Source: an optimization exercise on an open RTL-to-GDS flow (aim: small area, a short achievable clock period and few clock cycles per item). Production flows keep margins and buffers that such runs may drop. The RTL was checked by simulation tests, not by an equivalence proof against the original design.

==> flow/design.v (outline; a module is shown in full before it is edited, if it fits) <==
// module iirt_seq: 92 lines
// module iirt_datapath: 4740 lines
// module iir_filter_transposed_df2: 48 lines
module iir_filter_transposed_df2
#(
  parameter int unsigned TAPS = 4
) (
  input  logic                clk_i,
  input  logic                rst_ni,
  input  logic                s_tvalid_i,
  output logic                s_tready_o,
  input  logic signed [15:0]  s_tdata_i,    
  output logic                m_tvalid_o,
  input  logic                m_tready_i,
  output logic signed [15:0]  m_tdata_o,    
  input  logic                cfg_we_i,
  input  logic [2:0]          cfg_idx_i,
  input  logic signed [17:0]  cfg_data_i
);
  // ...
==> flow/flow/run.sh <==
#!/bin/bash
# Layout flow: the standard flow, with one netlist step between synthesis
# and floorplan: flow/fapol.py builds full adders on complemented inputs where
# that removes inverters between them (a full adder is self-dual), which the
# adder extraction of the standard synthesis leaves behind.
set -euo pipefail
here=$(pwd)
res=$here/orfs/results/${FLOW_PLATFORM}/iir_filter_transposed_df2/base
bash standard.sh synth > "$here/synth.log" 2>&1
cp "$res/1_2_yosys.v" "$here/1_2_yosys.orig.v"
python3 flow/fapol.py "$here/1_2_yosys.orig.v" "$res/1_2_yosys.v" > "$here/fapol.log" 2>&1
touch "$res/1_2_yosys.v"
bash standard.sh > "$here/layout.log" 2>&1
==> flow/flow/fapol.py <==
#!/usr/bin/env python3
"""Polarity optimisation of full adders in a flat gate-level Verilog netlist.

A full adder is self-dual: FA(~a, ~b, ~c) = (~sum, ~cout). Yosys's adder
extraction leaves many inverters between full adders. This script chooses,
for each full adder, whether to build it on the complemented inputs (which
complements its outputs), so that as few inverters as possible are needed,
then rewrites the netlist with one inverter per net that is needed in the
other polarity.

usage: fapol.py IN.v OUT.v
"""

import re
import sys

INV_RE = re.compile(r"^sky130_fd_sc_hd__(clk)?inv_\d+$")
FA_RE = re.compile(r"^sky130_fd_sc_hd__fa_\d+$")
OUTPINS = {"X", "Y", "Q", "Q_N", "SUM", "COUT", "HI", "LO"}


def parse(text):
    m = re.search(r"\bmodule\s+(\S+)\s*\((.*?)\);(.*)\bendmodule", text, re.S)
    name, ports, body = m.group(1), m.group(2), m.group(3)
    stmts = []
    pos = 0
    # split body into statements ending with ';'
    for s in re.finditer(r"(.*?);", body, re.S):
        stmts.append(s.group(1).strip())
    return name, ports, stmts


def main():
    src, dst = sys.argv[1], sys.argv[2]
    text = open(src).read()
    modname, ports, stmts = parse(text)
    decls, assigns, insts = [], [], []
    cell_re = re.compile(r"^(\S+)\s+(\S+)\s*\((.*)\)$", re.S)
    pin_re = re.compile(r"\.(\w+)\s*\(\s*(.*?)\s*\)\s*(?:,|$)", re.S)
    for s in stmts:
        if not s:
            continue
        w = s.split(None, 1)[0]
        if w in ("input", "output", "wire", "inout", "reg"):
            decls.append(s)
        elif w == "assign":
            assigns.append(s)
        else:
            m = cell_re.match(s)
            if not m:
                raise SystemExit("cannot parse: " + s[:200])
            typ, nm, body = m.group(1), m.group(2), m.group(3)
            pins = [(p, n.strip()) for p, n in pin_re.findall(body)]
            insts.append([typ, nm, pins])

    inv = {}      # inverter name -> (a, y)
    driver = {}   # net -> inst name
    for typ, nm, pins in insts:
        for p, n in pins:
            if p in OUTPINS:
                driver[n] = nm
        if INV_RE.match(typ):
            d = dict(pins)
            inv[nm] = (d["A"], d["Y"])
    inv_out = {y: a for (a, y) in inv.values()}

    def root(n):
        par = 0
        seen = 0
        while n in inv_out and seen < 100:
            n = inv_out[n]
            par ^= 1
            seen += 1
        return n, par

    # nets read by assigns count as consumers that need the literal as is
    assign_reads = []
    for a in assigns:
        m = re.match(r"assign\s+(.*?)\s*=\s*(.*)$", a, re.S)
        assign_reads.append(m.group(2).strip())

    fa_names = [nm for typ, nm, pins in insts if FA_RE.match(typ)]
    flip = {nm: 0 for nm in fa_names}
    inst_by = {nm: (typ, pins) for typ, nm, pins in insts}
    # consumer list: (inst, pin index, root, parity)
    uses = {}     # root -> list of [inst, pin, parity]
    for typ, nm, pins in insts:
        if nm in inv:
            continue
        for p, n in pins:
            if p in OUTPINS:
                continue
            r, par = root(n)
            uses.setdefault(r, []).append([nm, p, par])
    for n in assign_reads:
        r, par = root(n)
        if par:
            uses.setdefault(r, []).append(["<assign>", n, par])

    def phys(r):
        d = driver.get(r)
        return flip.get(d, 0) if d is not None else 0

    def need(u):
        # physical polarity the consumer needs on root r
        nm, p, par = u
        return par ^ flip.get(nm, 0)

    def cost_root(r):
        ph = phys(r)
        return 1 if any(need(u) != ph for u in uses.get(r, [])) else 0

    fa_in = {}
    fa_out = {}
    for nm in fa_names:
        typ, pins = inst_by[nm]
        d = dict(pins)
        fa_in[nm] = [root(d[p])[0] for p in ("A", "B", "CIN")]
        fa_out[nm] = [d[p] for p in ("SUM", "COUT") if p in d]

    before = sum(cost_root(r) for r in uses)
    touched = {nm: set(fa_in[nm]) | set(fa_out[nm]) for nm in fa_names}

    def local(order, accept_equal):
        improved = True
        it = 0
        while improved and it < 50:
            improved = False
            it += 1
            for nm in order:
                c0 = sum(cost_root(r) for r in touched[nm])
                flip[nm] ^= 1
                c1 = sum(cost_root(r) for r in touched[nm])
                if c1 < c0:
                    improved = True
                elif c1 == c0 and accept_equal and rng.random() < 0.5:
                    pass
                else:
                    flip[nm] ^= 1

    import random
    rng = random.Random(1)
    local(fa_names, False)
    best = dict(flip)
    best_cost = sum(cost_root(r) for r in uses)
    for rnd in range(int(sys.argv[3]) if len(sys.argv) > 3 else 20):
        order = list(fa_names)
        rng.shuffle(order)
        local(order, True)
        local(order, False)
        c = sum(cost_root(r) for r in uses)
        if c < best_cost:
            best_cost = c
            best = dict(flip)
        else:
            flip.clear()
            flip.update(best)
    flip.clear()
    flip.update(best)
    after = sum(cost_root(r) for r in uses)
    sys.stderr.write(f"fapol: {len(inv)} inverters before, {before} needed as is, "
                     f"{after} after flipping {sum(flip.values())} of {len(fa_names)} full adders\n")

    # rewrite
    newinv = {}
    out_insts = []
    k = 0
    for typ, nm, pins in insts:
        if nm in inv:
            continue
        newpins = []
        for p, n in pins:
            if p in OUTPINS:
                newpins.append((p, n))
                continue
            r, par = root(n)
            want = par ^ flip.get(nm, 0)
            if want != phys(r):
                if r not in newinv:
                    k += 1
                    newinv[r] = f"_fapol_n{k}_"
                newpins.append((p, newinv[r]))
            else:
                newpins.append((p, r))
        out_insts.append((typ, nm, newpins))
    # assigns: rewrite reads through inverters
    new_assigns = []
    for a in assigns:
        m = re.match(r"assign\s+(.*?)\s*=\s*(.*)$", a, re.S)
        lhs, rhs = m.group(1), m.group(2).strip()
        r, par = root(rhs)
        if r != rhs or par:
            if par != phys(r):
                if r not in newinv:
                    k += 1
                    newinv[r] = f"_fapol_n{k}_"
                rhs = newinv[r]
            else:
                rhs = r
        elif phys(r):
            if r not in newinv:
                k += 1
                newinv[r] = f"_fapol_n{k}_"
            rhs = newinv[r]
        new_assigns.append(f"assign {lhs} = {rhs} ")

    with open(dst, "w") as f:
        f.write(f"module {modname}({ports});\n")
        for d in decls:
            f.write(f"  {d} ;\n")
        for r, n in newinv.items():
            f.write(f"  wire {n} ;\n")
        for a in new_assigns:
            f.write(f"  {a} ;\n")
        for typ, nm, pins in out_insts:
            body = ",\n    ".join(f".{p}({n} )" for p, n in pins)
            f.write(f"  {typ} {nm} (\n    {body}\n  );\n")
        for i, (r, n) in enumerate(newinv.items()):
            f.write(f"  sky130_fd_sc_hd__inv_1 _fapol_i{i}_ (\n    .A({r} ),\n    .Y({n} )\n  );\n")
        f.write("endmodule\n")
    sys.stderr.write(f"fapol: wrote {len(newinv)} inverters\n")


main()
==> flow/standard.sh <==
#!/bin/bash
# synth_recipe.tcl (not shown) runs the flow's synth.tcl, then flattens the netlist and writes it again
# the make line also repeats each setting of config.mk as NAME=value (left out here)
make -C /OpenROAD-flow-scripts/flow DESIGN_CONFIG=/design/flow/config.mk WORK_HOME=/design/flow/orfs CLKGATE_MAP_FILE= SYNTH_SCRIPT=/design/flow/synth_recipe.tcl "${@:-finish}"
==> flow/config.mk <==
export PLATFORM = sky130hd
export DESIGN_NAME = iir_filter_transposed_df2
export DESIGN_NICKNAME = iir_filter_transposed_df2
export VERILOG_FILES = /design/flow/design.v
export SDC_FILE = /design/flow/constraint.sdc
export NUM_CORES = 4
export LEC_CHECK = 0
export ABC_AREA = 1
export CAP_MARGIN = 20
export CORE_MARGIN = 2
export CORE_UTILIZATION = 40
export PLACE_DENSITY = 0.6
export SETUP_SLACK_MARGIN = 2
export SLEW_MARGIN = 20
==> flow/constraint.sdc <==
create_clock -name core_clock -period 9.0 [get_ports {clk_i}]
set_input_delay 1.8000 -clock core_clock [delete_from_list [all_inputs] [get_ports {clk_i}]]
set_output_delay 1.8000 -clock core_clock [all_outputs]
set_load 0.01 [all_outputs]
==> summary.md, run 1 <==
| Metric | Value |
|---|---|
| Fin crit period | `roughly 6500 ps` |
| Core area | `167000 µm²` |
| DRT Wirelength | `~270 mm` |
| Critical R2R Capture | `u_datapath.y_q[2]$_DFFE_PN0P_` |
| Max_slew headroom | `between 20 and 25%` |
| Outcome | `no timing/DRC/antenna violations` |
| Drt pass-1 iters | `7` |
| Reg2Reg Launch Point | `u_datapath.y_q[1]$_DFFE_PN0P_` |
| Worst Hold End | `u_datapath.w2c_q[0]$_DFFE_PN0P_` |
| Worst path depth | `21` |
| Final std cells w/o fill | `9017` |
| CTS buffer count | `73` |
| Max_cap viols | `0` |
| Vias in the first global route | `roughly 54000` |
| Worst r2r path cells | `21` |
| CTS clk-pin slew, worst paths | `60 ps` |
| Io pins | `60` |
| Crit Path Category | `flop to flop` |
| Fraction of area in multi-input gates | `between 60% and 70%` |
| WP buf/inv | `3` |
| Count of multi-input gates | `~5000` |
| Fin Setup TNS | `0 ps` |
| GRT met3 Usage | `just over 8%` |
| Clk cell area share | `~3.5%` |
| CP most frequent cell | `fa_1` |
| Initial drt markers | `just over 7000` |
| First-pass GRT wire length | `around 400 mm` |
| Min-delay src | `u_datapath.w2c_q[0]$_DFFE_PN0P_` |
| Layout cells sized above 1 | `4.69%` |
| Place WS | `2510 ps` |
| CP max stage cell | `inv_1` |
| Final setup vio count | `0` |
| Avg Cell Area, Syn | `between 9 and 10 µm²` |
| Kind of cell adding the most delay to the critical path | `adder cells` |
| Area grow syn2layout | `7.17%` |
Testbench counts, summed over its fixed seeds: cycles 8,096, items 8,000.
==> run 2: changes to the inputs <==
--- a/flow/flow/fapol.py
+++ b/flow/flow/fapol.py
@@ -34,6 +34,8 @@
     src, dst = sys.argv[1], sys.argv[2]
     text = open(src).read()
     modname, ports, stmts = parse(text)
+    port_names = set(re.findall(r"[A-Za-z_][A-Za-z0-9_]*", ports))
+    ports_re = re.compile(r"^(" + "|".join(sorted(port_names)) + r")\b")
     decls, assigns, insts = [], [], []
     cell_re = re.compile(r"^(\S+)\s+(\S+)\s*\((.*)\)$", re.S)
     pin_re = re.compile(r"\.(\w+)\s*\(\s*(.*?)\s*\)\s*(?:,|$)", re.S)
@@ -53,6 +55,10 @@
             pins = [(p, n.strip()) for p, n in pin_re.findall(body)]
             insts.append([typ, nm, pins])
 
+    if assigns:
+        sys.stderr.write("fapol: netlist has assign statements, left as it is\n")
+        open(dst, "w").write(text)
+        return
     inv = {}      # inverter name -> (a, y)
     driver = {}   # net -> inst name
     for typ, nm, pins in insts:
@@ -161,49 +167,75 @@
     sys.stderr.write(f"fapol: {len(inv)} inverters before, {before} needed as is, "
                      f"{after} after flipping {sum(flip.values())} of {len(fa_names)} full adders\n")
 
-    # rewrite
+    # rewrite. Inverter trees on nets that no full adder drives are kept as
+    # they are (they may be sized or split for fanout); a flipped full adder
+    # that needs the other polarity of such a net takes an existing inverter
+    # output, or a new inverter. Inverters on full adder outputs are rebuilt:
+    # one per net that is needed in the other polarity.
+    fa_set = set(fa_names)
+
+    def fa_driven(r):
+        return driver.get(r) in fa_set
+
+    inv_tree = {}   # non-FA root -> list of nets with parity 1
+    for nm, (a, y) in inv.items():
+        r, par = root(y)
+        if par == 1:
+            inv_tree.setdefault(r, []).append(y)
     newinv = {}
+    k = 0
+
+    def newinv_for(r):
+        nonlocal k
+        if r not in newinv:
+            k += 1
+            newinv[r] = f"_fapol_n{k}_"
+        return newinv[r]
+
     out_insts = []
-    k = 0
     for typ, nm, pins in insts:
         if nm in inv:
-            continue
+            a, y = inv[nm]
+            if fa_driven(root(a)[0]):
+                continue
         newpins = []
         for p, n in pins:
-            if p in OUTPINS:
+            if p in OUTPINS or nm in inv:
                 newpins.append((p, n))
                 continue
             r, par = root(n)
             want = par ^ flip.get(nm, 0)
-            if want != phys(r):
-                if r not in newinv:
-                    k += 1
-                    newinv[r] = f"_fapol_n{k}_"
-                newpins.append((p, newinv[r]))
+            if fa_driven(r):
+                newpins.append((p, r if want == phys(r) else newinv_for(r)))
+            elif want == par:
+                newpins.append((p, n))
+            elif want == 0:
+                newpins.append((p, r))
+            elif inv_tree.get(r):
+                newpins.append((p, inv_tree[r][0]))
             else:
-                newpins.append((p, r))
+                newpins.append((p, newinv_for(r)))
         out_insts.append((typ, nm, newpins))
-    # assigns: rewrite reads through inverters
-    new_assigns = []
-    for a in assigns:
-        m = re.match(r"assign\s+(.*?)\s*=\s*(.*)$", a, re.S)
-        lhs, rhs = m.group(1), m.group(2).strip()
-        r, par = root(rhs)
-        if r != rhs or par:
-            if par != phys(r):
-                if r not in newinv:
-                    k += 1
-                    newinv[r] = f"_fapol_n{k}_"
-                rhs = newinv[r]
-            else:
-                rhs = r
-        elif phys(r):
-            if r not in newinv:
-                k += 1
-                newinv[r] = f"_fapol_n{k}_"
-            rhs = newinv[r]
-        new_assigns.append(f"assign {lhs} = {rhs} ")
-
+    # drop kept inverters that no longer drive anything
+    while True:
+        used = set()
+        for typ, nm, pins in out_insts:
+            for p, n in pins:
+                if p not in OUTPINS:
+                    used.add(n)
+        keep = []
+        dropped = 0
+        for t in out_insts:
+            typ, nm, pins = t
+            if nm in inv and dict(pins)["Y"] not in used and not any(
+                    ports_re.search(dict(pins)["Y"]) for _ in [0]):
+                dropped += 1
+                continue
+            keep.append(t)
+        out_insts = keep
+        if not dropped:
+            break
+    new_assigns = [a for a in assigns]
     with open(dst, "w") as f:
         f.write(f"module {modname}({ports});\n")
         for d in decls:
--- a/flow/config.mk
+++ b/flow/config.mk
@@ -10,5 +10,5 @@
 export CORE_MARGIN = 2
 export CORE_UTILIZATION = 40
 export PLACE_DENSITY = 0.6
-export SETUP_SLACK_MARGIN = 2
+export SETUP_SLACK_MARGIN = 3
 export SLEW_MARGIN = 20
==> run 2 against run 1 <==
Synthesized cell count unchanged; cell count increased by 0.63%; count of clock-buffer cells in the layout is 6 lower; hold slack got worse by 8.5 ps; global-route usage rose by 0.31 points; fmax grew 12%; sequential share of layout area down 0.20 points; critical path type unchanged.
==> summary.md, run 2 <==
| Metric | Value |
|---|---|
| DIE AREA | `172000 µm² (unchanged)` |
| Via/cell ratio | `5.99 (was 5.96)` |
| Avg Cell Area, Syn | `9.59 µm² (unchanged)` |
| Clk buf depth | `3 (unchanged)` |
| Final Hold Fails | `0 (unchanged)` |
| Unrepaired setup endpoints after global routing | `false (unchanged)` |
| Clock Latency Late Sink | `720 ps (about the same)` |
| # hold bufs at CTS | `0 (unchanged)` |
| Cell Area, Synth | `67300 µm² (unchanged)` |
| Crit path largest cell delay | `650 ps (was 710 ps)` |
| Vias in the first global route | `54800 (was 54200)` |
| Commonest non-fill, non-tap cells in the layout | `1062 x xor2_1, 1050 x fa_1, 948 x o22ai_1 (was 1062 x xor2_1, 1050 x fa_1, 969 x inv_1)` |
| Final core utilization | `43.6% (was 43.1%)` |
| Fin Setup TNS | `0 ps (unchanged)` |
| Syn nets | `8278 (unchanged)` |
| Crit Path Category | `flop to flop (unchanged)` |
| WL per Instance | `30.4 µm (was 30.1 µm)` |
| CTS tree | `yes (unchanged)` |
| HPWL Detailed | `206 mm (was 207 mm)` |
| WP buf/inv | `6 (was 3)` |
| Clock root cell | `clkbuf_16 (unchanged)` |
| Cells after Synth | `7020 (unchanged)` |
| # rows | `150 (unchanged)` |
| Fin crit period | `5840 ps (was 6520 ps)` |
| Area of the multi-input gates | `46700 µm² (was 46600 µm²)` |
| Initial antenna violation count | `18 (was 20)` |
| Crit Path Max Fanout | `16 (was 19)` |
| CTS sink count | `575 (unchanged)` |
| Kind of cell adding the most delay to the critical path | `adder cells (unchanged)` |
| Reg area | `15200 µm² (about the same)` |
| Layout Skew | `36.2 ps (was 48.8 ps)` |
| Max_slew headroom | `23.7% (was 22.4%)` |
| Initial drt markers | `7057 (was 7050)` |
| H-tree levels | `3 (unchanged)` |
| Area grow syn2layout | `8.39% (was 7.17%)` |
| Max-slew violations | `0 (unchanged)` |
| Maximum number of pins on one net before global-route repair | `139 (was 130)` |
| Nets@finish | `8055 (was 8003)` |
| Tcrit/Tclk final | `64.8% (was 72.4%)` |
| Die H | `414 µm (unchanged)` |
| Die W | `414 µm (unchanged)` |
| CP Capture Type | `flop (unchanged)` |
| Layout cells sized above 1 | `7.03% (was 4.69%)` |
| Max_cap viols | `0 (unchanged)` |
| CP max stage cell | `fa_1 (was inv_1)` |
| CP arrival | `6370 ps (was 7030 ps)` |
| Io pins | `60 (unchanged)` |
| Starting density of the core | `40.3% (unchanged)` |
| Vias | `54300 (was 53700)` |
| DRT Wirelength | `276 mm (was 272 mm)` |
| CP cell instances | `clkinv_2 > buf_6 > o22ai_1 > xor2_1 > fa_1 > inv_1 > fa_1 > fa_1 > fa_1 > fa_1 > ha_1 > nand2_2 > inv_1 > a21oi_1 > nand2_1 > a21oi_1 > nand2_2 > inv_1 > nand2_1 > nand2_2 > nand3_4 > buf_12 > nand3_1 > o21ai_0 (was inv_1 > o22ai_1 > xor2_1 > fa_1 > inv_1 > fa_1 > fa_1 > fa_1 > fa_1 > ha_1 > nand2_1 > nor2_1 > inv_1 > nor3_2 > nand2_1 > nand2_2 > nand3_1 > nand2_2 > nand3_4 > nand3_1 > o21ai_0)` |
| Most common cell after layout, fill and taps aside | `xor2_1 (unchanged)` |
| Yosys warns | `2 (unchanged)` |
| Final setup vio count | `0 (unchanged)` |
| Tightest Pin Transition | `1140 ps (was 1160 ps)` |
| Global router's overall resource usage | `32.0% (was 31.7%)` |
| Fmax | `171 MHz (was 153 MHz)` |
| Drt drc | `0 (unchanged)` |
| CTS buffer count | `75 (was 73)` |
| CP most frequent cell | `fa_1 (unchanged)` |
| Worst EP required | `9530 ps (was 9510 ps)` |
| Startpoint types | `flop (unchanged)` |
| Gr ovfl total | `0 (unchanged)` |
| Fin worst setup slack | `3160 ps (was 2480 ps)` |
| Fin Hold WS | `477 ps (was 485 ps)` |
| Drt pass-1 iters | `9 (was 7)` |
| Place WS | `2460 ps (was 2510 ps)` |
| CTS clk-pin slew, worst paths | `60 ps (about the same)` |
| FILL cells | `16100 (was 16200)` |
| Outcome | `no timing/DRC/antenna violations (unchanged)` |
| Final ANT Viol Nets | `0 (unchanged)` |
| Routability cong. | `1.03 (was 1.01)` |
| Port buffer count | `59 (unchanged)` |
| First-pass GRT wire length | `398 mm (was 395 mm)` |
| HP Class | `flop to flop (unchanged)` |
| Core area | `167000 µm² (unchanged)` |
[run 2: cell count changes in the layout (fill, tap and decap cells not counted), sizes merged, moves of 2 or more]
| cell | before | now |
|---|---|---|
| clkinv | 25 | 80 |
| clkbuf | 98 | 91 |
| inv | 973 | 900 |
| clkinvlp | 2 | 32 |
| bufinv | 9 | 12 |
| diode | 9 | 11 |
| buf | 105 | 151 |
[run 2: layer usage]
layer  track usage [%]  routed length (µm)
met5                 0                  89
met3              9.68               32200
met4              19.6               21100
met2              46.3              116000
met1              42.2              107000
[run 2: worst min-delay path, delay by kind of cell, from the launching register on]
kind	cells	cell delay (ps)
and+or+nand+nor	2	110
DFF	1	340
[run 2: path summary, 6_finish.rpt]
path | from | endpoint | slack (ps) | depth (start not counted)
max | u_datapath.y_q[5]$_DFFE_PN0P_ | u_datapath.y_q[3]$_DFFE_PN0P_ | 3160 | 24
max reg2reg | u_datapath.y_q[5]$_DFFE_PN0P_ | u_datapath.y_q[3]$_DFFE_PN0P_ | 3160 | 24
min reg2reg | u_datapath.w2c_q[0]$_DFFE_PN0P_ | u_datapath.w2c_q[0]$_DFFE_PN0P_ | 480 | 2
max in group asynchronous | rst_ni | u_datapath.a3_neg[1]$_DFFE_PN0P_ | 6280 | 2
min in group asynchronous | rst_ni | u_datapath.w1s_q[17]$_DFFE_PN0P_ | 1140 | 1
min | u_datapath.w2c_q[0]$_DFFE_PN0P_ | u_datapath.w2c_q[0]$_DFFE_PN0P_ | 480 | 2
[run 2: final cells by class]
cell class / instances / share of cell area [%]
Antenna cell: 11 / 0.0377
Timing Repair Buffer: 206 / 2.54
Clock buffer: 91 / 2.80
Timing Repair inverter: 4 / 0.0343
Multi-Input combinational cell: 4963 / 64.0
Inverter: 972 / 5.17
Tap cell: 2204 / 3.78
Sequential cell: 575 / 20.9
Clock inverter: 48 / 0.840
[run 2: stage by stage]
stage	cells	instance area, µm²
finish	9074	73000
global route	9064	72900
CTS	9020	72400
detailed placement	8867	69500
global placement	8867	69500
floorplan	7020	67300
[run 2: timing repair]
action,CTS,global route
resized for setup,34,54
pin swaps,0,1
gates cloned,0,4
hold endpoints to repair,0,0
buffers inserted,14,39
setup endpoints to repair,32,30
==> run 3: changes to the inputs <==
--- a/flow/config.mk
+++ b/flow/config.mk
@@ -10,5 +10,5 @@
 export CORE_MARGIN = 2
 export CORE_UTILIZATION = 40
 export PLACE_DENSITY = 0.6
-export SETUP_SLACK_MARGIN = 3
+export SETUP_SLACK_MARGIN = 4
 export SLEW_MARGIN = 20
==> run 3 against run 2 <==
Largest cell class unchanged; clock skew increased by 28 ps; cell count is 2.5% higher; register-to-register slack better by 270 ps; hold slack gained 8.2 ps; flip-flop and latch count unchanged; design area up 4.6%; utilization rose by 2.0 points; via count is 3.6% higher.
==> summary.md, run 3 <==
| Metric | Value |
|---|---|
| # hold bufs at CTS | `0 (unchanged)` |
| GRT met2 Usage | `46.9% (was 46.3%)` |
| Initial drt markers | `7575 (was 7057)` |
| Outcome | `no timing/DRC/antenna violations (unchanged)` |
| Global router's overall resource usage | `32.5% (was 32.0%)` |
| Core area | `167000 µm² (unchanged)` |
| HP Class | `flop to flop (unchanged)` |
| Max_cap viols | `0 (unchanged)` |
| Clock Latency Late Sink | `740 ps (was 720 ps)` |
| WL per Instance | `30.3 µm (was 30.4 µm)` |
| Clock root cell | `clkbuf_16 (unchanged)` |
| Routability cong. | `1.02 (was 1.03)` |
| Startpoint types | `flop (unchanged)` |
| Gr ovfl total | `0 (unchanged)` |
| Commonest non-fill, non-tap cells in the layout | `1050 x xor2_1, 975 x fa_1, 922 x o22ai_1 (was 1062 x xor2_1, 1050 x fa_1, 948 x o22ai_1)` |
| Maximum number of pins on one net before global-route repair | `153 (was 139)` |
| Port buffer count | `59 (unchanged)` |
| Crit Path Max Fanout | `6 (was 16)` |
| Worst Hold End | `u_datapath.w2c_q[0]$_DFFE_PN0P_ (unchanged)` |
| Grt met1 use | `41.6% (was 42.2%)` |
| Cells after DPL | `8873 (was 8867)` |
| HPWL Detailed | `203 mm (was 206 mm)` |
| Grt peak-use layer | `met2 (unchanged)` |
| Initial antenna violation count | `21 (was 18)` |
| WP buf/inv | `6 (unchanged)` |
| Layout cells sized above 1 | `13.6% (was 7.03%)` |
| Tcrit/Tclk final | `61.9% (was 64.8%)` |
| Drt pass-1 iters | `8 (was 9)` |
| Tightest Pin Transition | `1180 ps (was 1140 ps)` |
| Unrepaired setup endpoints after global routing | `true (was false)` |
| Most common cell after layout, fill and taps aside | `xor2_1 (unchanged)` |
| Reg2Reg Setup Slack | `3430 ps (was 3160 ps)` |
| Hold Path Stages | `2 (unchanged)` |
| Io pins | `60 (unchanged)` |
| Place WS | `2790 ps (was 2460 ps)` |
| DIE AREA | `172000 µm² (unchanged)` |
| Worst r2r path cells | `27 (was 24)` |
| Vias in the first global route | `56400 (was 54800)` |
| Avg Cell Area, Syn | `9.59 µm² (unchanged)` |
| Die W | `414 µm (unchanged)` |
| Worst EP required | `9560 ps (was 9530 ps)` |
| Area grow syn2layout | `13.3% (was 8.39%)` |
| Fin worst setup slack | `3430 ps (was 3160 ps)` |
| Clk buf depth | `3 (unchanged)` |
| Via/cell ratio | `6.05 (was 5.99)` |
| Min-delay src | `u_datapath.w2c_q[0]$_DFFE_PN0P_ (unchanged)` |
| CTS sink count | `575 (unchanged)` |
| Fin crit period | `5570 ps (was 5840 ps)` |
| Final std cells w/o fill | `9297 (was 9074)` |
| DRT Wirelength | `282 mm (was 276 mm)` |
| Layout Skew | `63.8 ps (was 36.2 ps)` |
| CTS tree | `yes (unchanged)` |
| Die H | `414 µm (unchanged)` |
| CTS buffer count | `74 (was 75)` |
| Nets@finish | `8279 (was 8055)` |
| Cell Area, Synth | `67300 µm² (unchanged)` |
| Critical R2R Capture | `u_datapath.y_q[13]$_DFFE_PN0P_ (was u_datapath.y_q[3]$_DFFE_PN0P_)` |
| GRT met3 Usage | `10.9% (was 9.68%)` |
| CP max stage cell | `fa_2 (was fa_1)` |
| Crit path largest cell delay | `580 ps (was 650 ps)` |
| Final setup vio count | `0 (unchanged)` |
| Vias | `56300 (was 54300)` |
| FILL cells | `15600 (was 16100)` |
| Final ANT Viol Nets | `0 (unchanged)` |
| # rows | `150 (unchanged)` |
| CP Capture Type | `flop (unchanged)` |
| First-pass GRT wire length | `406 mm (was 398 mm)` |
| Crit Path Category | `flop to flop (unchanged)` |
| Max_slew headroom | `21.1% (was 23.7%)` |
| Cells after Synth | `7020 (unchanged)` |
| Fmax | `180 MHz (was 171 MHz)` |
| Syn nets | `8278 (unchanged)` |
| Kind of cell adding the most delay to the critical path | `adder cells (unchanged)` |
| CP arrival | `6120 ps (was 6370 ps)` |
| Yosys warns | `2 (unchanged)` |
| CP most frequent cell | `nand2_1 (was fa_1)` |
| Drt drc | `0 (unchanged)` |
| Fin Setup TNS | `0 ps (unchanged)` |
| Max-slew violations | `0 (unchanged)` |
| Reg2Reg Launch Point | `u_datapath.a1_one[4]$_DFFE_PN0P_ (was u_datapath.y_q[5]$_DFFE_PN0P_)` |
| Starting density of the core | `40.3% (unchanged)` |
| CTS clk-pin slew, worst paths | `60 ps (about the same)` |
| Final Hold Fails | `0 (unchanged)` |
| H-tree levels | `3 (unchanged)` |
## run 3: routing by layer
metal  share of wire (%)  vias up
met5               0.041        -
met4                 8.4       16
met3                  13      913
met2                  42     3921
met1                  37    28500
li1                    -    23000
## run 3: cell type report
cell class	count	area [µm²]	share of cell area [%]
antenna	11	27.5	0.0361
clock buffer	98	2080	2.73
clock inverter	39	493	0.646
inverter	972	3990	5.23
multi-input combinational	4964	47600	62.4
sequential	575	15300	20.0
tap	2204	2760	3.61
timing repair buffer	426	4020	5.27
timing repair inverter	8	61.3	0.0804
## run 3: worst reg2reg max path: cells and delay by family, from the launching register on
kind	cells	cell delay, ps
compound gates	3	450
xor+xnor	1	110
fa+ha+maj	6	2760
buf+inv	6	740
flops	1	450
simple gates	11	920
## run 3: worst max path at each step
| stage | from | endpoint | slack (ps) | cells after the start |
|---|---|---|---|---|
| global route | u_datapath.a1_one[4]$_DFFE_PN0P_ | u_datapath.y_q[13]$_DFFE_PN0P_ | 3240 | 27 |
| detailed placement | u_datapath.a1_neg[3]$_DFFE_PN0P_ | u_datapath.y_q[0]$_DFFE_PN0P_ | 2790 | 19 |
| CTS | u_datapath.y_q[9]$_DFFE_PN0P_ | u_datapath.y_q[3]$_DFFE_PN0P_ | 3570 | 26 |
| finish | u_datapath.a1_one[4]$_DFFE_PN0P_ | u_datapath.y_q[13]$_DFFE_PN0P_ | 3430 | 27 |
| global placement | u_datapath.a1_neg[3]$_DFFE_PN0P_ | u_datapath.y_q[0]$_DFFE_PN0P_ | 2860 | 22 |
| floorplan | u_datapath.y_q[12]$_DFFE_PN0P_ | u_datapath.y_q[11]$_DFFE_PN0P_ | 4000 | 25 |
## run 3: stage by stage
step | instance area, µm² | hold WS, ps | utilization [%]
2_1_floorplan | 67600 | 423 | -
3_3_place_gp | 69700 | 460 | 41.7
3_5_place_dp | 69700 | 469 | 41.7
6_report | 76300 | 485 | 45.6
4_1_cts | 75300 | 483 | 45.0
5_1_grt | 76300 | 508 | 45.6
## run 3: repair_timing
item,in CTS,in global routing
gates resized for setup,316,131
setup buffers,201,59
hold endpoints to repair,0,0
gates cloned,14,1
pin swaps,68,56
endpoints found under the setup margin,122,198
==> run 4: changes to the inputs <==
--- a/flow/config.mk
+++ b/flow/config.mk
@@ -8,7 +8,7 @@
 export ABC_AREA = 1
 export CAP_MARGIN = 20
 export CORE_MARGIN = 2
-export CORE_UTILIZATION = 40
-export PLACE_DENSITY = 0.6
-export SETUP_SLACK_MARGIN = 4
+export CORE_UTILIZATION = 55
+export PLACE_DENSITY = 0.7
+export SETUP_SLACK_MARGIN = 3
 export SLEW_MARGIN = 20
==> run 4 against run 3 <==
Still clean; non-clock buffer count shrank 197; register-to-register slack lost 260 ps; clock skew shrank 30 ps; critical path type unchanged.
==> summary.md, run 4 <==
| Metric | Value |
|---|---|
| Fin Hold WS | `463 ps (was 485 ps)` |
| Layout Skew | `34.2 ps (was 63.8 ps)` |
| Core area | `122000 µm² (was 167000 µm²)` |
| Cells after Synth | `7020 (unchanged)` |
| Cells after DPL | `8284 (was 8873)` |
| Max_slew headroom | `14.6% (was 21.1%)` |
| Unrepaired setup endpoints after global routing | `false (was true)` |
| CTS sink count | `575 (unchanged)` |
| Nets@finish | `8077 (was 8279)` |
| Global router's overall resource usage | `41.6% (was 32.5%)` |
| Clock root cell | `clkbuf_16 (unchanged)` |
| Final setup vio count | `0 (unchanged)` |
| Commonest non-fill, non-tap cells in the layout | `1060 x xor2_1, 1049 x fa_1, 937 x o22ai_1 (was 1050 x xor2_1, 975 x fa_1, 922 x o22ai_1)` |
| Outcome | `no timing/DRC/antenna violations (unchanged)` |
| Cell Area, Synth | `67300 µm² (unchanged)` |
| Io pins | `60 (unchanged)` |
| Crit path largest cell delay | `1160 ps (was 580 ps)` |
| Fin worst setup slack | `3180 ps (was 3430 ps)` |
| # hold bufs at CTS | `0 (unchanged)` |
| Worst EP required | `9530 ps (was 9560 ps)` |
| CP Capture Type | `flop (unchanged)` |
| Initial drt markers | `7903 (was 7575)` |
| Layout cells sized above 1 | `7.50% (was 13.6%)` |
| Maximum number of pins on one net before global-route repair | `147 (was 153)` |
| Vias in the first global route | `55900 (was 56400)` |
| # rows | `128 (was 150)` |
| HP Class | `flop to flop (unchanged)` |
| Routability cong. | `1.03 (was 1.02)` |
| CP max stage cell | `dfstp_2 (was fa_2)` |
| Fmax | `172 MHz (was 180 MHz)` |
| Tcrit/Tclk final | `64.7% (was 61.9%)` |
| Place WS | `2550 ps (was 2790 ps)` |
| HPWL Detailed | `191 mm (was 203 mm)` |
| Most common cell after layout, fill and taps aside | `xor2_1 (unchanged)` |
| Drt drc | `0 (unchanged)` |
| Initial antenna violation count | `10 (was 21)` |
| CTS tree | `yes (unchanged)` |
| Avg Cell Area, Syn | `9.59 µm² (unchanged)` |
| CTS buffer count | `74 (unchanged)` |
| Gr ovfl total | `0 (unchanged)` |
| Syn nets | `8278 (unchanged)` |
| Reg2Reg Launch Point | `u_datapath.yn_q[14]$_DFFE_PN1P_ (was u_datapath.a1_one[4]$_DFFE_PN0P_)` |
| Crit path launch | `u_datapath.yn_q[14]$_DFFE_PN1P_ (was u_datapath.a1_one[4]$_DFFE_PN0P_)` |
| DRT Wirelength | `260 mm (was 282 mm)` |
| CP arrival | `6360 ps (was 6120 ps)` |
| Final ANT Viol Nets | `0 (unchanged)` |
| Die W | `354 µm (was 414 µm)` |
| Clock Latency Late Sink | `700 ps (was 740 ps)` |
| CTS clk-pin slew, worst paths | `60 ps (about the same)` |
| Final Hold Fails | `0 (unchanged)` |
| Clk buf depth | `3 (unchanged)` |
| Vias | `55300 (was 56300)` |
| Crit Path Max Fanout | `37 (was 6)` |
| Fin Setup TNS | `0 ps (unchanged)` |
| Final std cells w/o fill | `8511 (was 9297)` |
| Area grow syn2layout | `7.72% (was 13.3%)` |
| Max_cap viols | `0 (unchanged)` |
| Port buffer count | `59 (unchanged)` |
| Drt pass-1 iters | `7 (was 8)` |
| Tightest Pin Transition | `1280 ps (was 1180 ps)` |
| CP most frequent cell | `fa_1 (was nand2_1)` |
| Max-slew violations | `0 (unchanged)` |
| Via/cell ratio | `6.50 (was 6.05)` |
| Min-delay src | `u_datapath.p2c_q[0]$_DFFE_PP_ (was u_datapath.w2c_q[0]$_DFFE_PN0P_)` |
| First-pass GRT wire length | `380 mm (was 406 mm)` |
| Die H | `354 µm (was 414 µm)` |
| WL per Instance | `30.6 µm (was 30.3 µm)` |
| Yosys warns | `2 (unchanged)` |
| H-tree levels | `3 (unchanged)` |
| CP cell instances | `o22ai_1 > xor2_1 > fa_1 > fa_1 > fa_1 > fa_1 > fa_1 > fa_1 > fa_1 > inv_1 > nand2_1 > o211ai_1` |
| Crit Path Category | `flop to flop (unchanged)` |
| Startpoint types | `flop (unchanged)` |
| Starting density of the core | `55.4% (was 40.3%)` |
| DIE AREA | `125000 µm² (was 172000 µm²)` |
| Fin crit period | `5820 ps (was 5570 ps)` |
==> run 4: changes by cell type in the layout (fill, tap and decap cells not counted), moves of 28 or more <==
cell / delta
clkinvlp_4: -30
fa_1: +74
buf_4: -149
clkinv_2: -28
clkinv_1: +29
fa_2: -74
inv_1: +42
==> run 4: path summary, 6_finish.rpt <==
path	slack, ps	depth (start not counted)	to
worst max register to register	3180	12	u_datapath.w1c_q[19]$_DFFE_PN0P_
worst min-delay path	460	2	u_datapath.w2c_q[0]$_DFFE_PN0P_
worst max-delay path	3180	12	u_datapath.w1c_q[19]$_DFFE_PN0P_
max in group asynchronous	5970	3	u_datapath.a1_neg[0]$_DFFE_PN0P_
worst min register to register	460	2	u_datapath.w2c_q[0]$_DFFE_PN0P_
min in group asynchronous	1050	1	u_datapath.w2c_q[17]$_DFFE_PN0P_
==> run 4: per-stage QoR <==
stage,instance area [µm²],utilization (%)
floorplan,67300,-
global route,72500,59.6
detailed placement,68800,56.6
CTS,71600,58.9
finish,72500,59.7
global placement,68800,56.6
==> run 4: final cells by class <==
| class | instances | area (µm²) |
|---|---|---|
| timing repair inverter | 3 | 20.0 |
| timing repair buffer | 229 | 2040 |
| multi-input combinational | 4964 | 46800 |
| clock buffer | 96 | 2060 |
| inverter | 972 | 3780 |
| sequential | 575 | 15200 |
| tap | 1625 | 2030 |
| antenna | 10 | 25.0 |
| fill | 10400 | 49000 |
| clock inverter | 37 | 532 |
==> run 4: routing by layer <==
metal	part of all wire, %	track usage [%]	vias to the layer above
met3	14	15.0	960
met5	0.077	0	-
met1	36	54.3	27500
met2	42	59.3	4211
li1	-	-	22600
met4	7.7	25.6	20
==> run 4: timing repair <==
action                                  in CTS  in global routing
pin swaps                                    0                  3
gates cloned                                 0                  4
resized for setup                           41                 80
buffers inserted                            19                 59
endpoints found under the setup margin      40                 30
==> run 4: critical path: cells and delay by family, from the launching register on <==
| kind | cells | cell delay, ps |
|---|---|---|
| simple gates | 1 | 250 |
| xor+xnor | 1 | 200 |
| fa+ha+maj | 7 | 3590 |
| buf+inv | 1 | 90 |
| flops | 1 | 1160 |
| compound gates | 2 | 370 |
==> run 5: changes to the inputs <==
--- a/flow/flow/fapol.py
+++ b/flow/flow/fapol.py
@@ -236,6 +236,39 @@
         if not dropped:
             break
     new_assigns = [a for a in assigns]
+    for i, (r, n) in enumerate(newinv.items()):
+        out_insts.append(("sky130_fd_sc_hd__inv_1", f"_fapol_i{i}_", [("A", r), ("Y", n)]))
+    # an inverter that is the only load of an xor2 becomes part of it (xnor2)
+    swap = {"xor2": "xnor2", "xnor2": "xor2"}
+    drv_i = {}
+    nload = {}
+    for idx, (typ, nm, pins) in enumerate(out_insts):
+        for p, n in pins:
+            if p in OUTPINS:
+                drv_i[n] = idx
+            else:
+                nload[n] = nload.get(n, 0) + 1
+    dead = set()
+    merged = 0
+    for idx, (typ, nm, pins) in enumerate(out_insts):
+        if not INV_RE.match(typ):
+            continue
+        d = dict(pins)
+        a, y = d["A"], d["Y"]
+        j = drv_i.get(a)
+        if j is None or nload.get(a, 0) != 1 or ports_re.search(a) or j in dead:
+            continue
+        dtyp, dnm, dpins = out_insts[j]
+        m = re.match(r"^sky130_fd_sc_hd__(xor2|xnor2)_(\d+)$", dtyp)
+        if not m:
+            continue
+        opin = "Y" if swap[m.group(1)] == "xnor2" else "X"
+        out_insts[j] = (f"sky130_fd_sc_hd__{swap[m.group(1)]}_{m.group(2)}", dnm,
+                        [(opin, y) if p in OUTPINS else (p, n) for p, n in dpins])
+        dead.add(idx)
+        merged += 1
+    out_insts = [t for k2, t in enumerate(out_insts) if k2 not in dead]
+    sys.stderr.write(f"fapol: {merged} inverters merged into xor2/xnor2\n")
     with open(dst, "w") as f:
         f.write(f"module {modname}({ports});\n")
         for d in decls:
@@ -247,8 +280,6 @@
         for typ, nm, pins in out_insts:
             body = ",\n    ".join(f".{p}({n} )" for p, n in pins)
             f.write(f"  {typ} {nm} (\n    {body}\n  );\n")
-        for i, (r, n) in enumerate(newinv.items()):
-            f.write(f"  sky130_fd_sc_hd__inv_1 _fapol_i{i}_ (\n    .A({r} ),\n    .Y({n} )\n  );\n")
         f.write("endmodule\n")
     sys.stderr.write(f"fapol: wrote {len(newinv)} inverters\n")
 
--- a/flow/config.mk
+++ b/flow/config.mk
@@ -10,5 +10,5 @@
 export CORE_MARGIN = 2
 export CORE_UTILIZATION = 55
 export PLACE_DENSITY = 0.7
-export SETUP_SLACK_MARGIN = 3
+export SETUP_SLACK_MARGIN = 3.5
 export SLEW_MARGIN = 20
==> run 5 against run 4 <==
First-iteration DRC count up 2.7%; register-to-register slack better by 330 ps; count of clock-buffer cells in the layout up 5; routed wire length up 3.1%; cell count down 0.36%; area after synthesis down 0.46%; clock skew up 5.5 ps; fmax up 6.0%; design area up 1.6%; non-clock buffer count up 50; critical path type unchanged; largest cell class unchanged.
==> summary.md, run 5 <==
| Metric | Value |
|---|---|
| Outcome | `no timing/DRC/antenna violations (unchanged)` |
| Commonest non-fill, non-tap cells in the layout | `988 x fa_1, 966 x xor2_1, 897 x o22ai_1 (was 1060 x xor2_1, 1049 x fa_1, 937 x o22ai_1)` |
| Layout cells sized above 1 | `11.2% (was 7.50%)` |
| CTS sink count | `575 (unchanged)` |
| Io pins | `60 (unchanged)` |
| Nets@finish | `8044 (was 8077)` |
| Area grow syn2layout | `9.96% (was 7.72%)` |
| Worst setup endpoint | `u_datapath.y_q[3]$_DFFE_PN0P_ (was u_datapath.w1c_q[19]$_DFFE_PN0P_)` |
| Global router's overall resource usage | `43.1% (was 41.6%)` |
| Area of the multi-input gates | `47900 µm² (was 46800 µm²)` |
| Die H | `353 µm (was 354 µm)` |
| Yosys warns | `2 (unchanged)` |
| Vias in the first global route | `55800 (was 55900)` |
| Drt pass-1 iters | `10 (was 7)` |
| Most common cell after layout, fill and taps aside | `fa_1 (was xor2_1)` |
| Core area | `121000 µm² (was 122000 µm²)` |
| DIE AREA | `125000 µm² (about the same)` |
| Die W | `353 µm (was 354 µm)` |
| CTS tree | `yes (unchanged)` |
| First-pass GRT wire length | `389 mm (was 380 mm)` |
| Drt drc | `0 (unchanged)` |
| Cells after Synth | `6937 (was 7020)` |
| WL per Instance | `31.6 µm (was 30.6 µm)` |
| DRT Wirelength | `268 mm (was 260 mm)` |
| Hold Path Stages | `2 (unchanged)` |
| Tcrit/Tclk final | `61.1% (was 64.7%)` |
| Fin Hold WS | `477 ps (was 463 ps)` |
| Tightest Pin Transition | `1190 ps (was 1280 ps)` |
| Unrepaired setup endpoints after global routing | `true (was false)` |
| Max_cap viols | `0 (unchanged)` |
| FILL cells | `10300 (was 10400)` |
| Cell Area, Synth | `67000 µm² (was 67300 µm²)` |
| CP Capture Type | `flop (unchanged)` |
| Final setup vio count | `0 (unchanged)` |
| Final core utilization | `60.7% (was 59.7%)` |
| HPWL Detailed | `196 mm (was 191 mm)` |
| CTS buffer count | `74 (unchanged)` |
| # rows | `128 (unchanged)` |
| Gr ovfl total | `0 (unchanged)` |
| Reg area | `15200 µm² (about the same)` |
| Worst EP required | `9540 ps (was 9530 ps)` |
| Reg2Reg Launch Point | `u_datapath.a1_neg[7]$_DFFE_PN0P_ (was u_datapath.yn_q[14]$_DFFE_PN1P_)` |
| # hold bufs at CTS | `0 (unchanged)` |
| CTS clk-pin slew, worst paths | `60 ps (about the same)` |
| Place WS | `2770 ps (was 2550 ps)` |
| Fin Setup TNS | `0 ps (unchanged)` |
| Vias | `55300 (about the same)` |
| Avg Cell Area, Syn | `9.66 µm² (was 9.59 µm²)` |
| CP arrival | `6030 ps (was 6360 ps)` |
| Initial antenna violation count | `24 (was 10)` |
| Fmax | `182 MHz (was 172 MHz)` |
| Maximum number of pins on one net before global-route repair | `131 (was 147)` |
| Max_slew headroom | `20.3% (was 14.6%)` |
| Fin crit period | `5500 ps (was 5820 ps)` |
| Layout Skew | `39.7 ps (was 34.2 ps)` |
| Clock root cell | `clkbuf_16 (unchanged)` |
| Clock Latency Late Sink | `710 ps (was 700 ps)` |
| Crit path launch | `u_datapath.a1_neg[7]$_DFFE_PN0P_ (was u_datapath.yn_q[14]$_DFFE_PN1P_)` |
| Routability cong. | `1.06 (was 1.03)` |
| Worst r2r path cells | `21 (was 12)` |
| Reg2Reg Setup Slack | `3500 ps (was 3180 ps)` |
| Clk buf depth | `3 (unchanged)` |
| Final ANT Viol Nets | `0 (unchanged)` |
| Startpoint types | `flop (unchanged)` |
| Syn nets | `8195 (was 8278)` |
| Via/cell ratio | `6.52 (was 6.50)` |
| Fin worst setup slack | `3500 ps (was 3180 ps)` |
| Critical R2R Capture | `u_datapath.y_q[3]$_DFFE_PN0P_ (was u_datapath.w1c_q[19]$_DFFE_PN0P_)` |
| Starting density of the core | `55.2% (was 55.4%)` |
| Initial drt markers | `8120 (was 7903)` |
| Port buffer count | `59 (unchanged)` |
| HP Class | `flop to flop (unchanged)` |
| H-tree levels | `3 (unchanged)` |
| Max-slew violations | `0 (unchanged)` |
| Final Hold Fails | `0 (unchanged)` |
| Crit Path Max Fanout | `16 (was 37)` |
| Crit Path Category | `flop to flop (unchanged)` |
-- run 5: worst min-delay path by stage --
stage                                           startpoint                              end  slack (ps)
after detailed placement   u_datapath.w2c_q[0]$_DFFE_PN0P_  u_datapath.w2c_q[0]$_DFFE_PN0P_         460
after CTS                  u_datapath.w2c_q[0]$_DFFE_PN0P_  u_datapath.w2c_q[0]$_DFFE_PN0P_         480
after global placement           u_seq.dirty_q$_DFFE_PN0P_        u_seq.dirty_q$_DFFE_PN0P_         460
final                      u_datapath.w2c_q[0]$_DFFE_PN0P_  u_datapath.w2c_q[0]$_DFFE_PN0P_         480
after global routing             u_seq.dirty_q$_DFFE_PN0P_        u_seq.dirty_q$_DFFE_PN0P_         510
after floorplan           u_datapath.b1_neg[0]$_DFFE_PN0P_    u_datapath.p0c_q[0]$_DFFE_PN_         420
-- run 5: layer usage --
metal / vias up / wire length (µm) / GRT usage [%]
met1: 27600 / 96000 / 55.3
met2: 4239 / 111000 / 60.7
met4: 20 / 24100 / 30.0
li1: 22500 / - / -
met5: - / 126 / 0
met3: 987 / 36700 / 15.6
-- run 5: worst max-delay path, stage by stage (launching register included) --
cell	delay, ps
dfrtp_1	630
inv_6	220
xor2_1	230
fa_1	550
fa_1	460
fa_2	540
fa_1	460
fa_2	630
ha_4	230
nand2_1	80
nand2_2	50
a21oi_2	170
nand2_2	80
a21oi_2	140
nand2_2	120
nand2_2	80
inv_2	40
nand2_4	140
nand3_4	110
buf_12	170
nand3_1	80
o21ai_0	100
-- run 5: layout make-up --
cell class                      count  share of cell area, %
Multi-Input combinational cell   4964                   64.9
Tap cell                         1625                   2.76
Timing Repair Buffer              279                   3.50
Antenna cell                       10                 0.0340
Timing Repair inverter              3                 0.0306
Clock inverter                     34                  0.450
Inverter                          889                   4.79
Clock buffer                      101                   2.81
Sequential cell                   575                   20.7
-- run 5: per-stage QoR --
step | cell area (µm²) | cells
finish | 73700 | 8480
global route | 73700 | 8470
global placement | 68500 | 8201
CTS | 72100 | 8414
floorplan | 67000 | 6937
detailed placement | 68500 | 8202
-- run 5: repair_timing --
action | 4_1_cts | 5_1_grt
endpoints found under the setup margin | 63 | 55
resized for setup | 137 | 253
cloned | 2 | 3
pin swaps | 17 | 103
buffers inserted | 75 | 53
==> run 6: changes to the inputs <==
--- a/flow/config.mk
+++ b/flow/config.mk
@@ -10,5 +10,5 @@
 export CORE_MARGIN = 2
 export CORE_UTILIZATION = 55
 export PLACE_DENSITY = 0.7
-export SETUP_SLACK_MARGIN = 3.5
+export SETUP_SLACK_MARGIN = 4
 export SLEW_MARGIN = 20
==> run 6 against run 5 <==
Cell count grew 2.1%; count of clock-buffer cells in the layout shrank 10; design area grew 2.3%; utilization grew 1.4 points; area after synthesis is the same; still clean; global-route usage grew 0.42 points; flip-flop and latch count is the same; clock skew grew 9.1 ps.
==> summary.md, run 6 <==
| Metric | Value |
|---|---|
| # hold bufs at CTS | `0 (unchanged)` |
| Area grow syn2layout | `12.5% (was 9.96%)` |
| Max-slew violations | `0 (unchanged)` |
| Core area | `121000 µm² (unchanged)` |
| Vias in the first global route | `56800 (was 55800)` |
| Cells after Synth | `6937 (unchanged)` |
| Syn nets | `8195 (unchanged)` |
| H-tree levels | `3 (unchanged)` |
| Routability cong. | `1.05 (was 1.06)` |
| Cell Area, Synth | `67000 µm² (unchanged)` |
| Crit path largest cell delay | `600 ps (was 630 ps)` |
| Avg Cell Area, Syn | `9.66 µm² (unchanged)` |
| CTS clk-pin slew, worst paths | `70 ps (was 60 ps)` |
| HP Class | `flop to flop (unchanged)` |
| CTS buffer count | `71 (was 74)` |
| Unrepaired setup endpoints after global routing | `true (unchanged)` |
| Vias | `56800 (was 55300)` |
| Yosys warns | `2 (unchanged)` |
| Reg2Reg Launch Point | `u_datapath.a1_two[5]$_DFFE_PN0P_ (was u_datapath.a1_neg[7]$_DFFE_PN0P_)` |
| Tcrit/Tclk final | `60.5% (was 61.1%)` |
| Most common cell after layout, fill and taps aside | `xor2_1 (was fa_1)` |
| Max_slew headroom | `17.4% (was 20.3%)` |
| Global router's overall resource usage | `43.5% (was 43.1%)` |
| Die W | `353 µm (unchanged)` |
| CP cell instances | `clkinvlp_4 > buf_4 > o22ai_1 > xor2_1 > fa_1 > inv_2 > fa_2 > fa_2 > fa_1 > fa_2 > ha_4 > a21oi_4 > nand2_1 > nand2_1 > nand2_2 > a21oi_2 > nand2_2 > inv_2 > nand2_2 > nand2_2 > nand3_4 > buf_12 > nand3_2 > o21ai_1 (was inv_6 > xor2_1 > fa_1 > fa_1 > fa_2 > fa_1 > fa_2 > ha_4 > nand2_1 > nand2_2 > a21oi_2 > nand2_2 > a21oi_2 > nand2_2 > nand2_2 > inv_2 > nand2_4 > nand3_4 > buf_12 > nand3_1 > o21ai_0)` |
| Max_cap viols | `0 (unchanged)` |
| Crit Path Max Fanout | `8 (was 16)` |
| Fmax | `184 MHz (was 182 MHz)` |
| Crit Path Category | `flop to flop (unchanged)` |
| Final ANT Viol Nets | `0 (unchanged)` |
| Io pins | `60 (unchanged)` |
| DRT Wirelength | `273 mm (was 268 mm)` |
| Drt pass-1 iters | `10 (unchanged)` |
| CP arrival | `5970 ps (was 6030 ps)` |
| Layout Skew | `48.8 ps (was 39.7 ps)` |
| CP Capture Type | `flop (unchanged)` |
| Nets@finish | `8214 (was 8044)` |
| HPWL Detailed | `193 mm (was 196 mm)` |
| DIE AREA | `125000 µm² (unchanged)` |
| Outcome | `no timing/DRC/antenna violations (unchanged)` |
| Fin Setup TNS | `0 ps (unchanged)` |
| Initial antenna violation count | `11 (was 24)` |
| Min-delay src | `u_datapath.w2c_q[0]$_DFFE_PN0P_ (unchanged)` |
| Layout cells sized above 1 | `14.3% (was 11.2%)` |
| WL per Instance | `31.5 µm (was 31.6 µm)` |
| Worst EP required | `9530 ps (was 9540 ps)` |
| Fin crit period | `5440 ps (was 5500 ps)` |
| Drt drc | `0 (unchanged)` |
| Via/cell ratio | `6.56 (was 6.52)` |
| Clock Latency Late Sink | `720 ps (was 710 ps)` |
| Port buffer count | `59 (unchanged)` |
| Initial drt markers | `9007 (was 8120)` |
| Place WS | `2750 ps (was 2770 ps)` |
| # rows | `128 (unchanged)` |
| Starting density of the core | `55.2% (unchanged)` |
| Crit path launch | `u_datapath.a1_two[5]$_DFFE_PN0P_ (was u_datapath.a1_neg[7]$_DFFE_PN0P_)` |
| Final Hold Fails | `0 (unchanged)` |
| Fin worst setup slack | `3560 ps (was 3500 ps)` |
| First-pass GRT wire length | `393 mm (was 389 mm)` |
| Maximum number of pins on one net before global-route repair | `113 (was 131)` |
| CTS tree | `yes (unchanged)` |
| Gr ovfl total | `0 (unchanged)` |
| Startpoint types | `flop (unchanged)` |
| Commonest non-fill, non-tap cells in the layout | `968 x xor2_1, 963 x fa_1, 924 x o22ai_1 (was 988 x fa_1, 966 x xor2_1, 897 x o22ai_1)` |
| Fin Hold WS | `477 ps (about the same)` |
| CP most frequent cell | `nand2_2 (unchanged)` |
| CTS sink count | `575 (unchanged)` |
| CP max stage cell | `fa_2 (was dfrtp_1)` |
| Clk buf depth | `3 (unchanged)` |
| Tightest Pin Transition | `1240 ps (was 1190 ps)` |
| Die H | `353 µm (unchanged)` |
| Final setup vio count | `0 (unchanged)` |
| Clock root cell | `clkbuf_16 (unchanged)` |
## run 6: changes by cell type in the layout (fill, tap and decap cells not counted), sizes merged
cell,previous run,this run
buf,221,382
bufbuf,0,4
bufinv,4,9
clkbuf,102,91
clkdlybuf4s50,57,56
clkinv,83,88
clkinvlp,39,68
diode,10,18
inv,800,778
## run 6: path summary, 6_finish.rpt
kind	slack (ps)	to	depth (start not counted)
worst max-delay path	3560	u_datapath.y_q[2]$_DFFE_PN0P_	24
worst min-delay path	480	u_datapath.w2c_q[0]$_DFFE_PN0P_	2
worst max register to register	3560	u_datapath.y_q[2]$_DFFE_PN0P_	24
worst min register to register	480	u_datapath.w2c_q[0]$_DFFE_PN0P_	2
max in group asynchronous	6280	u_datapath.y_q[15]$_DFFE_PN0P_	2
min in group asynchronous	1140	u_datapath.w2s_q[15]$_DFFE_PN0P_	1
## run 6: timing repair
item                                    CTS  global route
endpoints found under the hold margin     0             0
gates cloned                             13             5
buffers inserted                        184           104
endpoints found under the setup margin  127           172
pin swaps                                78            77
gates resized for setup                 289           174
## run 6: through the flow
stage / cells / instance area (µm²) / utilization, %
after floorplan: 6937 / 67200 / -
after global placement: 8201 / 68600 / 56.5
after detailed placement: 8201 / 68600 / 56.5
after CTS: 8530 / 73900 / 60.9
after global routing: 8640 / 75300 / 62.0
final: 8658 / 75400 / 62.1
## run 6: layout make-up
type / count / area (µm²)
clock buffers: 91 / 2000
clock inverters: 41 / 509
diodes: 18 / 45.0
repair inverters: 13 / 98.8
fillers: 10200 / 46000
well taps: 1625 / 2030
repair buffers: 442 / 4090
flip-flops and latches: 575 / 15300
inverters: 889 / 3700
multi-input cells: 4964 / 47600
## run 6: metal layers
layer,routed length [µm],track usage (%),up-vias,part of all wire [%]
met5,161,0.377,-,0.059
met4,23000,27.1,16,8.4
met3,41000,17.2,1144,15
met2,113000,62.0,4650,41
met1,95400,55.6,28100,35
li1,-,-,22900,-
## run 6: critical path: cells and delay by family, from the launching register on
kind	cells	cell delay (ps)
xor gates and xnor gates	1	300
AOI/OAI and AO/OA	4	550
and+or+nand+nor	8	630
buffers and inverters	5	760
adders and majority gates	6	2610
DFF	1	420
==> run 7: changes to the inputs <==
--- a/flow/config.mk
+++ b/flow/config.mk
@@ -8,7 +8,7 @@
 export ABC_AREA = 1
 export CAP_MARGIN = 20
 export CORE_MARGIN = 2
-export CORE_UTILIZATION = 55
-export PLACE_DENSITY = 0.7
+export CORE_UTILIZATION = 40
+export PLACE_DENSITY = 0.6
 export SETUP_SLACK_MARGIN = 4
 export SLEW_MARGIN = 20
==> run 7 against run 6 <==
Routed wire length rose by 2.7%; register-to-register slack lost 50 ps.
==> summary.md, run 7 <==
| Metric | Value |
|---|---|
| Tcrit/Tclk final | `61.0% (was 60.5%)` |
| Max-slew violations | `0 (unchanged)` |
| Grt met1 use | `42.9% (was 55.6%)` |
| Layout cells sized above 1 | `14.3% (about the same)` |
| Min-delay src | `u_datapath.w2c_q[0]$_DFFE_PN0P_ (unchanged)` |
| Crit Path Category | `flop to flop (unchanged)` |
| Fmax | `182 MHz (was 184 MHz)` |
| Avg Cell Area, Syn | `9.66 µm² (unchanged)` |
| Nets@finish | `8188 (was 8214)` |
| Core area | `167000 µm² (was 121000 µm²)` |
| Worst Hold End | `u_datapath.w1c_q[0]$_DFFE_PN0P_ (was u_datapath.w2c_q[0]$_DFFE_PN0P_)` |
| HPWL Detailed | `205 mm (was 193 mm)` |
| Final setup vio count | `0 (unchanged)` |
| Cells after Synth | `6937 (unchanged)` |
| H-tree levels | `3 (unchanged)` |
| Io pins | `60 (unchanged)` |
| Unrepaired setup endpoints after global routing | `true (unchanged)` |
| # rows | `150 (was 128)` |
| WL per Instance | `30.4 µm (was 31.5 µm)` |
| Starting density of the core | `40.2% (was 55.2%)` |
| CTS buffer count | `74 (was 71)` |
| Final Hold Fails | `0 (unchanged)` |
| Drt pass-1 iters | `8 (was 10)` |
| Via/cell ratio | `6.04 (was 6.56)` |
| Startpoint types | `flop (unchanged)` |
| Clock Latency Late Sink | `700 ps (was 720 ps)` |
| Crit Path Max Fanout | `9 (was 8)` |
| Final ANT Viol Nets | `0 (unchanged)` |
| Worst EP required | `9530 ps (about the same)` |
| Commonest non-fill, non-tap cells in the layout | `967 x fa_1, 957 x xor2_1, 895 x o22ai_1 (was 968 x xor2_1, 963 x fa_1, 924 x o22ai_1)` |
| FILL cells | `15600 (was 10200)` |
| DIE AREA | `171000 µm² (was 125000 µm²)` |
| Worst r2r path cells | `25 (was 24)` |
| CTS tree | `yes (unchanged)` |
| Post-route design area | `76100 µm² (was 75400 µm²)` |
| Placed cell area | `69500 µm² (was 68600 µm²)` |
| Reg2Reg Setup Slack | `3510 ps (was 3560 ps)` |
| Hold Path Stages | `2 (unchanged)` |
| Syn nets | `8195 (unchanged)` |
| First-pass GRT wire length | `399 mm (was 393 mm)` |
| Vias in the first global route | `55900 (was 56800)` |
| HP Class | `flop to flop (unchanged)` |
| Yosys warns | `2 (unchanged)` |
| Port buffer count | `59 (unchanged)` |
| Most common cell after layout, fill and taps aside | `fa_1 (was xor2_1)` |
| Global router's overall resource usage | `32.5% (was 43.5%)` |
| Critical R2R Capture | `u_datapath.y_q[3]$_DFFE_PN0P_ (was u_datapath.y_q[2]$_DFFE_PN0P_)` |
| Area grow syn2layout | `13.6% (was 12.5%)` |
| Grt peak-use layer | `met2 (unchanged)` |
| GRT met2 Usage | `46.6% (was 62.0%)` |
| Gr ovfl total | `0 (unchanged)` |
| Tightest Pin Transition | `1240 ps (about the same)` |
| Cell Area, Synth | `67000 µm² (unchanged)` |
| Fin Setup TNS | `0 ps (unchanged)` |
| Maximum number of pins on one net before global-route repair | `162 (was 113)` |
| CTS clk-pin slew, worst paths | `60 ps (was 70 ps)` |
| Drt drc | `0 (unchanged)` |
| Die H | `413 µm (was 353 µm)` |
| DRT Wirelength | `280 mm (was 273 mm)` |
| Fin crit period | `5490 ps (was 5440 ps)` |
| CP Capture Type | `flop (unchanged)` |
| Clock root cell | `clkbuf_16 (unchanged)` |
| Reg2Reg Launch Point | `u_datapath.a1_one[0]$_DFFE_PN0P_ (was u_datapath.a1_two[5]$_DFFE_PN0P_)` |
| Initial drt markers | `7687 (was 9007)` |
| Outcome | `no timing/DRC/antenna violations (unchanged)` |
| Clk buf depth | `3 (unchanged)` |
| Routability cong. | `1.03 (was 1.05)` |
| Die W | `413 µm (was 353 µm)` |
| Vias | `55600 (was 56800)` |
| Max_slew headroom | `17.0% (was 17.4%)` |
| CTS sink count | `575 (unchanged)` |
| GRT met3 Usage | `9.84% (was 17.2%)` |
| Fin Hold WS | `486 ps (was 477 ps)` |
| Initial antenna violation count | `19 (was 11)` |
| Layout Skew | `26.5 ps (was 48.8 ps)` |
| Max_cap viols | `0 (unchanged)` |
| CP arrival | `6020 ps (was 5970 ps)` |
[run 7: cell types whose count changed in the layout (fill, tap and decap cells not counted), sizes merged]
| cell | change |
|---|---|
| inv | +8 |
| clkinv | -11 |
| bufbuf | -4 |
| nand3 | +1 |
| clkbuf | +22 |
| clkinvlp | -7 |
| diode | -13 |
| bufinv | -4 |
| buf | -30 |
[run 7: worst max-delay path: stages, from the launching register on]
cell and delay, ps:
dfrtp_1 410, clkinvlp_4 220, buf_4 190, buf_4 160, o22ai_1 200, xor2_1 290
fa_1 460, fa_1 530, fa_1 520, inv_1 50, fa_1 470, ha_1 340
nand2_2 130, inv_1 50, nand2_1 80, nand2_1 80, a21oi_1 160, nand2_2 90
nand2_2 100, nand2_4 100, nand2_2 90, inv_2 60, nand2_8 120, nand3_4 190
nand3_2 140, o21ai_1 90
[run 7: through the flow]
stage	setup slack [ps]	util (%)	std cells
finish	3510	45.6	9199
global route	3320	45.6	9196
detailed placement	2830	41.6	8797
global placement	2920	41.6	8796
floorplan	4000	-	6937
CTS	3620	44.8	9106
[run 7: worst max path at each step]
stage,from,to,depth (start not counted)
3_5_place_dp,u_datapath.a1_neg[2]$_DFFE_PN0P_,u_datapath.y_q[0]$_DFFE_PN0P_,19
3_3_place_gp,u_datapath.a1_neg[2]$_DFFE_PN0P_,u_datapath.y_q[4]$_DFFE_PN0P_,19
5_1_grt,u_datapath.a1_one[0]$_DFFE_PN0P_,u_datapath.y_q[6]$_DFFE_PN0P_,25
6_report,u_datapath.a1_one[0]$_DFFE_PN0P_,u_datapath.y_q[3]$_DFFE_PN0P_,25
4_1_cts,u_datapath.a1_one[1]$_DFFE_PN0P_,u_datapath.y_q[5]$_DFFE_PN0P_,24
2_1_floorplan,u_datapath.y_q[12]$_DFFE_PN0P_,u_datapath.y_q[11]$_DFFE_PN0P_,25
[run 7: repair_timing]
item	CTS	global route
gates resized for setup	337	164
setup endpoints to repair	132	97
setup buffers	162	82
pin swaps	101	88
hold buffers	0	0
gates cloned	11	6
[run 7: area by class of cell]
class,count,area (µm²),area share (%)
inverters,889,3650,4.80
well taps,2204,2760,3.62
multi-input cells,4965,48000,63.0
clock buffers,107,2190,2.88
clock inverters,29,305,0.401
repair inverters,11,78.8,0.104
flip-flops and latches,575,15300,20.1
diodes,5,12.5,0.0164
repair buffers,414,3880,5.10
[run 7: routing by layer]
metal	vias up	part of all wire, %
met2	3827	42
met5	-	0.031
met1	28100	38
li1	22800	-
met4	14	7.9
met3	853	12

==> what the ideal ports hide <==
How much do the figures lean on ideal ports? The routed layouts below were timed once more, with nothing changed but the port constraints.
Step 1: set_driving_cell puts a clkbuf_16 on clk_i and a buf_2 on each other input, an assumption about the parent block.
Step 2, shift: input delay + t, output delay - t, t = (earliest + latest rising clock arrival at the registers) / 2. This alone moves slack from input paths to output paths.
Slacks: ideal ports / drivers / drivers and shift; pairs: ideal ports / drivers.
run | shift t [ns] | slack for setup (ns) | hold WS [ns]
run 1 | 0.782 | 2.481 / 2.481 / 2.481 | 0.485 / 0.485 / 0.485
run 2 | 0.782 | 3.165 / 3.165 / 3.165 | 0.477 / 0.477 / 0.477
run 3 | 0.796 | 3.433 / 3.433 / 3.069 | 0.485 / 0.485 / 0.485
run 4 | 0.757 | 3.175 / 3.175 / 2.516 | 0.463 / 0.463 / 0.463
run 5 | 0.766 | 3.504 / 3.504 / 3.500 | 0.477 / 0.477 / 0.477
run 6 | 0.778 | 3.556 / 3.556 / 3.258 | 0.477 / 0.477 / 0.477
run 7 | 0.774 | 3.507 / 3.507 / 3.507 | 0.486 / 0.486 / 0.486
After both steps setup and hold are still met in every run listed. For run 4, which loses most, drivers alone change the setup slack by 0.000 ns; drivers and shift together by -0.659 ns.
